This design comes from an exercise in tuning for small area on the open sky130 flow, not from production work.
Only simulation tests tie the RTL to the original design; equivalence was not proved.
Power and IR drop assume default switching activity.

build 93:
## least_squares_slope_core
module least_squares_slope_core (
    input  logic                                   clk,
    input  logic                                   rst_n,
    input  logic                                   start,
    output logic                                   busy,
    input  logic signed [lss_pkg::SAMPLE_BITS-1:0] x_value,
    input  logic signed [lss_pkg::SAMPLE_BITS-1:0] y_value,
    input  logic                                   last_pair,
    output logic                                   done,
    output logic signed [lss_pkg::OUT_W-1:0]       slope,
    output logic                                   no_spread,
    output logic                                   saturated,
    output logic                                   overflowed,
    output logic [lss_pkg::CNT_W-1:0]              pair_count
);
    localparam logic [4:0] S_CLR   = 5'd0;    
    localparam logic [4:0] S_IDLE  = 5'd1;    
    localparam logic [4:0] S_SUMX  = 5'd2;    
    localparam logic [4:0] S_SUMY  = 5'd3;    
    localparam logic [4:0] S_TXY   = 5'd4;    
    localparam logic [4:0] S_ADDXY = 5'd5;    
    localparam logic [4:0] S_TXX   = 5'd6;    
    localparam logic [4:0] S_ADDXX = 5'd7;    
    localparam logic [4:0] S_DEN0  = 5'd8;    
    localparam logic [4:0] S_DEN1  = 5'd9;    
    localparam logic [4:0] S_NUM0  = 5'd10;   
    localparam logic [4:0] S_NUM1  = 5'd11;   
    localparam logic [4:0] S_ABS   = 5'd12;   
  ...
clock: 11.0 ns
lec_check: 0
abc_area: 1
cap_margin: 20
core_margin: 2
core_utilization: 60
cts_buf_list: sky130_fd_sc_hd__clkbuf_8
cts_cluster_diameter: 50
cts_cluster_size: 15
place_density: 0.75
slew_margin: 20
standard.sh (not shown) runs the stock make flow with config.mk's settings and CLKGATE_MAP_FILE= SYNTH_SCRIPT=/design/flow/synth_recipe.tcl, a recipe that flattens the netlist after the stock synthesis.
==> flow/flow/run.sh <==
#!/bin/bash
# The standard layout (the standard.sh, unchanged synthesis and steps), with two changes:
# the port buffers that global placement inserts are made from the smallest buffer cell, and
# clock tree synthesis inserts no dummy loads.
set -euo pipefail
export BUFFER_PORTS_ARGS="-buffer_cell sky130_fd_sc_hd__buf_1"
export CTS_ARGS="-sink_clustering_enable -repair_clock_nets -dont_use_dummy_load -buf_list sky130_fd_sc_hd__clkbuf_8 -sink_clustering_size 18 -sink_clustering_max_diameter 50"
bash standard.sh > standard.log 2>&1
The following lists how build 27 was set up differently from build 93:
==> flow/flow/run.sh <==
#!/bin/bash
# The standard layout with these changes:
# - synthesis is the standard flow's own script (synth_recipe.tcl) with one addition: ABC maps the logic with
#   flow/abc_area.script (deeper area optimisation) instead of ORFS's abc_area.script; the
#   registers, their names and cell types are those of the standard synthesis;
# - the port buffers that global placement inserts are made from the smallest buffer cell;
# - clock tree synthesis inserts no dummy loads and builds the tree from clkbuf_4 cells.
# Each tool's output goes to a log of its own in this folder (synth.log, layout.log) and, as in
# the standard flow, to ORFS's logs under orfs/logs.
set -euo pipefail
here=$(pwd)
export MY_ABC_SCRIPT="$here/flow/abc_area.script"
export BUFFER_PORTS_ARGS="-buffer_cell sky130_fd_sc_hd__buf_1"
export CTS_ARGS="-sink_clustering_enable -repair_clock_nets -dont_use_dummy_load -buf_list sky130_fd_sc_hd__clkbuf_4 -sink_clustering_size 10 -sink_clustering_max_diameter 40"

# synth_recipe.tcl with a wrapper around abc that swaps in our script
{
  head -n 1 synth_recipe.tcl
  cat <<'TCL'
proc abc {args} {
  set i [lsearch -exact $args -script]
  if {$i >= 0} {
    lset args [expr {$i + 1}] $::env(MY_ABC_SCRIPT)
  }
  yosys abc {*}$args
}
TCL
  tail -n +2 synth_recipe.tcl
} > own_synth.tcl
sed "s#SYNTH_SCRIPT=[^ ]*#SYNTH_SCRIPT=$here/own_synth.tcl#" standard.sh > own_synth.sh
grep -q "SYNTH_SCRIPT=$here/own_synth.tcl" own_synth.sh

bash own_synth.sh synth > synth.log 2>&1
bash standard.sh > layout.log 2>&1
==> flow/flow/abc_area.script (new file) <==
strash
&get -n
&deepsyn -T 90
&put
dch -f
amap
topo
stime -c
dnsize -c
[summary]
- The minimum setup slack after placement number comes out higher for build 93 vs build 27.
- In build 27, the final worst clock skew came out 0.019 ns above the value in build 93.
- Looking at wire length on met2, build 27 sits above build 93.
- Build 27 vs. build 93: total wirelength of the detailed-routed design moved up, wire length on met1 down 150 µm, sequential power shrank by 6.4%, register-to-register slack now sits lower.
- Overall power after layout: build 27 and build 93 compared, lower one is build 27
- Fmax is lower on build 27
- Going from build 93 to build 27, the final clock period utilization by the worst path was found to have gone up by 4.6 points.
- Compared with build 93, build 27 shows a higher later-pin clock latency in the skew report.
- Run comparison: build 93 leading cell type in the layout, fill and taps excluded sky130_fd_sc_hd__nand2_1; build 27 leading cell type in the layout, fill and taps excluded sky130_fd_sc_hd__dfxtp_1
Modified inputs, build 37 compared to build 27
==> flow/flow/run.sh <==
#!/bin/bash
# The standard layout (the standard.sh, unchanged synthesis and steps), with two changes:
# the port buffers that global placement inserts are made from the smallest buffer cell, and
# clock tree synthesis inserts no dummy loads.
set -euo pipefail
export BUFFER_PORTS_ARGS="-buffer_cell sky130_fd_sc_hd__buf_1"
export CTS_ARGS="-sink_clustering_enable -repair_clock_nets -dont_use_dummy_load -buf_list sky130_fd_sc_hd__clkbuf_8 -sink_clustering_size 15 -sink_clustering_max_diameter 50"
bash standard.sh > standard.log 2>&1
removed: flow/flow/abc_area.script
- Measured against each other, build 37 and build 27 differ in maximum number of pins on one net before global-route repair, the lower figure coming from build 27.
- sky130_fd_sc_hd__dfxtp_1 as the most common cell after layout, fill and taps aside was reported by build 27, and sky130_fd_sc_hd__nand2_1 by build 37.
- Build 37 against build 27: synthesized area shows an increase of 680 µm², cell count along the critical path went up 8, first-pass GRT wire length increased by about 2% relative to the old numbers.
- [build 37 vs build 27] area added between synthesis and finish: lower in build 37
- Between build 37 and build 27, it is build 37 whose relative slew slack is higher, by 8.4 points.
- STATUS worst-case setup margin in the final layout: build 37 wins against build 27
- Delta(transition time at the pin with the least slew margin, build 37 - build 27) < 0
Changes in build 31 relative to build 37:
==> flow/flow/run.sh <==
#!/bin/bash
# The standard layout with these changes:
# - synthesis is the standard flow's own script (synth_recipe.tcl) with one addition: ABC maps the logic with
#   flow/abc_area.script (deeper area optimisation) instead of ORFS's abc_area.script; the
#   registers, their names and cell types are those of the standard synthesis;
# - the port buffers that global placement inserts are made from the smallest buffer cell;
# - clock tree synthesis inserts no dummy loads and builds the tree from clkbuf_4 cells.
# Each tool's output goes to a log of its own in this folder (synth.log, layout.log) and, as in
# the standard flow, to ORFS's logs under orfs/logs.
set -euo pipefail
here=$(pwd)
export MY_ABC_SCRIPT="$here/flow/abc_area.script"
export BUFFER_PORTS_ARGS="-buffer_cell sky130_fd_sc_hd__buf_1"
export CTS_ARGS="-sink_clustering_enable -repair_clock_nets -dont_use_dummy_load -buf_list sky130_fd_sc_hd__clkbuf_4 -sink_clustering_size 10 -sink_clustering_max_diameter 40"

# synth_recipe.tcl with a wrapper around abc that swaps in our script
{
  head -n 1 synth_recipe.tcl
  cat <<'TCL'
proc abc {args} {
  set i [lsearch -exact $args -script]
  if {$i >= 0} {
    lset args [expr {$i + 1}] $::env(MY_ABC_SCRIPT)
  }
  yosys abc {*}$args
}
TCL
  tail -n +2 synth_recipe.tcl
} > own_synth.tcl
sed "s#SYNTH_SCRIPT=[^ ]*#SYNTH_SCRIPT=$here/own_synth.tcl#" standard.sh > own_synth.sh
grep -q "SYNTH_SCRIPT=$here/own_synth.tcl" own_synth.sh

bash own_synth.sh synth > synth.log 2>&1
bash standard.sh > layout.log 2>&1
==> flow/flow/abc_area.script (new file) <==
strash
&get -n
&deepsyn -T 90
&put
dch -f
amap
topo
stime -c
buffer -c
dnsize -c
Findings:
st[2] as the origin of the worst setup path was reported by build 31, and st[4] by build 37.
Compared with build 37, total leakage power in build 31 decreased by more than 10%.
From build 37 to build 31 the numbers moved as follows: minimum setup slack after placement dropped 0.38 ns, number of clock buffers inserted by TritonCTS climbed about 57%, sequential cell count barely changed, detailed-route via count dropped 432, worst hold slack dropped 0.051 ns.
Higher portion of total power attributed to the clock network among build 31 and build 37: build 31


## v2
Another version of the RTL of least_squares_slope_core (not shown whole).
Size in the first run: ~840 cells after synthesis, ~260 flip-flops, roughly 84 I/O pins, about 9300 µm² of cells after synthesis.
==> flow/config.mk <==
export PLATFORM = sky130hd
export DESIGN_NAME = least_squares_slope_core
export DESIGN_NICKNAME = least_squares_slope_core
export VERILOG_FILES = /design/flow/design.v
export SDC_FILE = /design/flow/constraint.sdc
export NUM_CORES = 4
export LEC_CHECK = 0
export CAP_MARGIN = 20
export CORE_MARGIN = 2
export CORE_UTILIZATION = 60
export CTS_BUF_LIST = sky130_fd_sc_hd__clkbuf_8
export CTS_CLUSTER_DIAMETER = 50
export CTS_CLUSTER_SIZE = 15
export PLACE_DENSITY = 0.75
export SLEW_MARGIN = 20
==> flow/constraint.sdc <==
create_clock -name core_clock -period 11.0 [get_ports {clk}]
set_input_delay 2.2000 -clock core_clock [delete_from_list [all_inputs] [get_ports {clk}]]
set_output_delay 2.2000 -clock core_clock [all_outputs]
set_load 0.01 [all_outputs]
==> flow/flow/run.sh <==
#!/bin/bash
# The standard layout (the standard.sh, unchanged synthesis and steps), with one change:
# the port buffers that global placement inserts are made from the smallest buffer cell.
set -euo pipefail
export BUFFER_PORTS_ARGS="-buffer_cell sky130_fd_sc_hd__buf_1"
bash standard.sh > standard.log 2>&1
Setup changes, v2 to v7
Settings: putting ABC_AREA at 1 where nothing was set.
Findings:
- v2 has a lower sequential share of layout area than v7.
- v2 -> v7: die height decreased slightly
- v2 has lower power density over the cells than v7.
- Of v7 and v2, the run reporting the lower global-route wire length before repair was v7.
- v2 → v7: fmax has increased; biggest cell delay along the critical path has increased.
- Compare v7 and v2 | sequential power higher: v7
- Relative to v2, the share of cells above drive strength 1 of v7 is lower by 4.0 points.
diff inputs: v7 => v20
Settings: a change of CORE_UTILIZATION from 60 to 40; a change of CTS_CLUSTER_SIZE from 15 to 18; a deleted ABC_AREA that had been 1; a change of PLACE_DENSITY from 0.75 to 0.6; a change of CTS_CLUSTER_DIAMETER from 50 to 60.
### Flow results
Largest net degree at the start of global routing, v20 vs v7: up by a little under 10%. For v20, the capture point of the worst path was st[2], unlike v7, where it was st[3]. The minimum hold slack in v20 sits 3.8 ps below the value recorded for v7. Taking v7 as the reference point, the die footprint of v20 rises by about 50%. Where setup skew after layout is concerned, v7 is better than v20. Looking at switching part of the total power, v20 sits 0.61 points above v7. In terms of number of setup violations in the final report, v20 and v7 differ only marginally. In the metrics for v20 and v7, the one carrying the lower wire length of the first global-routing pass is v20. Final routed wire length divided by cell count (lower): v7.
--- input diff v20..v50 ---
Settings: CORE_UTILIZATION changed from 40 to 75; CTS_CLUSTER_SIZE changed from 18 to 15; ABC_AREA newly set to 1; CTS_CLUSTER_DIAMETER changed from 60 to 50; PLACE_DENSITY changed from 0.6 to 0.85.
Findings:
- Total routing resource utilization after global routing was lower in v20 than in v50.
- Diff v20 -> v50 | area of the multi-input gates | down by a little under 10%
- v50 has completed all stages; timing, DRC and antenna checks passed.
- v20 | status: complete | timing, DRC, antenna: pass
- Per the comparison of v50 with v20, clock-pin slew of the registers on the worst-case setup and hold paths was more or less identical, post-synthesis average cell area went down by 2.1 µm², part of the total power dissipated in combinational logic went up by 0.2 points.
- Of v20 and v50, the higher detail-routed via count per cell belongs to v50.
- In v50 relative to v20, design area had gone down by a few percent.
- Summary: total die area, v50 better than v20
- Compared to v20, v50 shows a wider setup margin.

==> separate check: timing with driven ports <==
No port has a modelled driver above. Below, the same layouts with a new extraction and two added sets of constraints.
Step 1 assumes that a clkbuf_16 drives the clock port and a buf_2 every other input.
Step 2 moves the port delays by t, midway between the first and last clock arrival at a register: inputs arrive t later, outputs are due t later. That takes back most of the time a late clock gives input paths.
Slacks: ideal / step 1 / step 2; pairs: ideal / step 1.
run | t, ns | setup WS [ns] | cell pins on the clock port's net
build 93 | 0.555 | 4.544 / 4.544 / 4.544 | 1
build 27 | 0.625 | 4.036 / 4.036 / 4.036 | 1
build 37 | 0.555 | 4.550 / 4.550 / 4.550 | 1
build 31 | 0.617 | 4.162 / 4.162 / 4.162 | 1
v2 | 0.595 | 4.303 / 4.303 / 4.303 | 1
v7 | 0.563 | 4.728 / 4.728 / 4.728 | 1
v20 | 0.587 | 4.291 / 4.291 / 4.291 | 1
v50 | 0.562 | 4.627 / 4.627 / 4.627 | 1
After both steps every run listed still meets setup and hold.
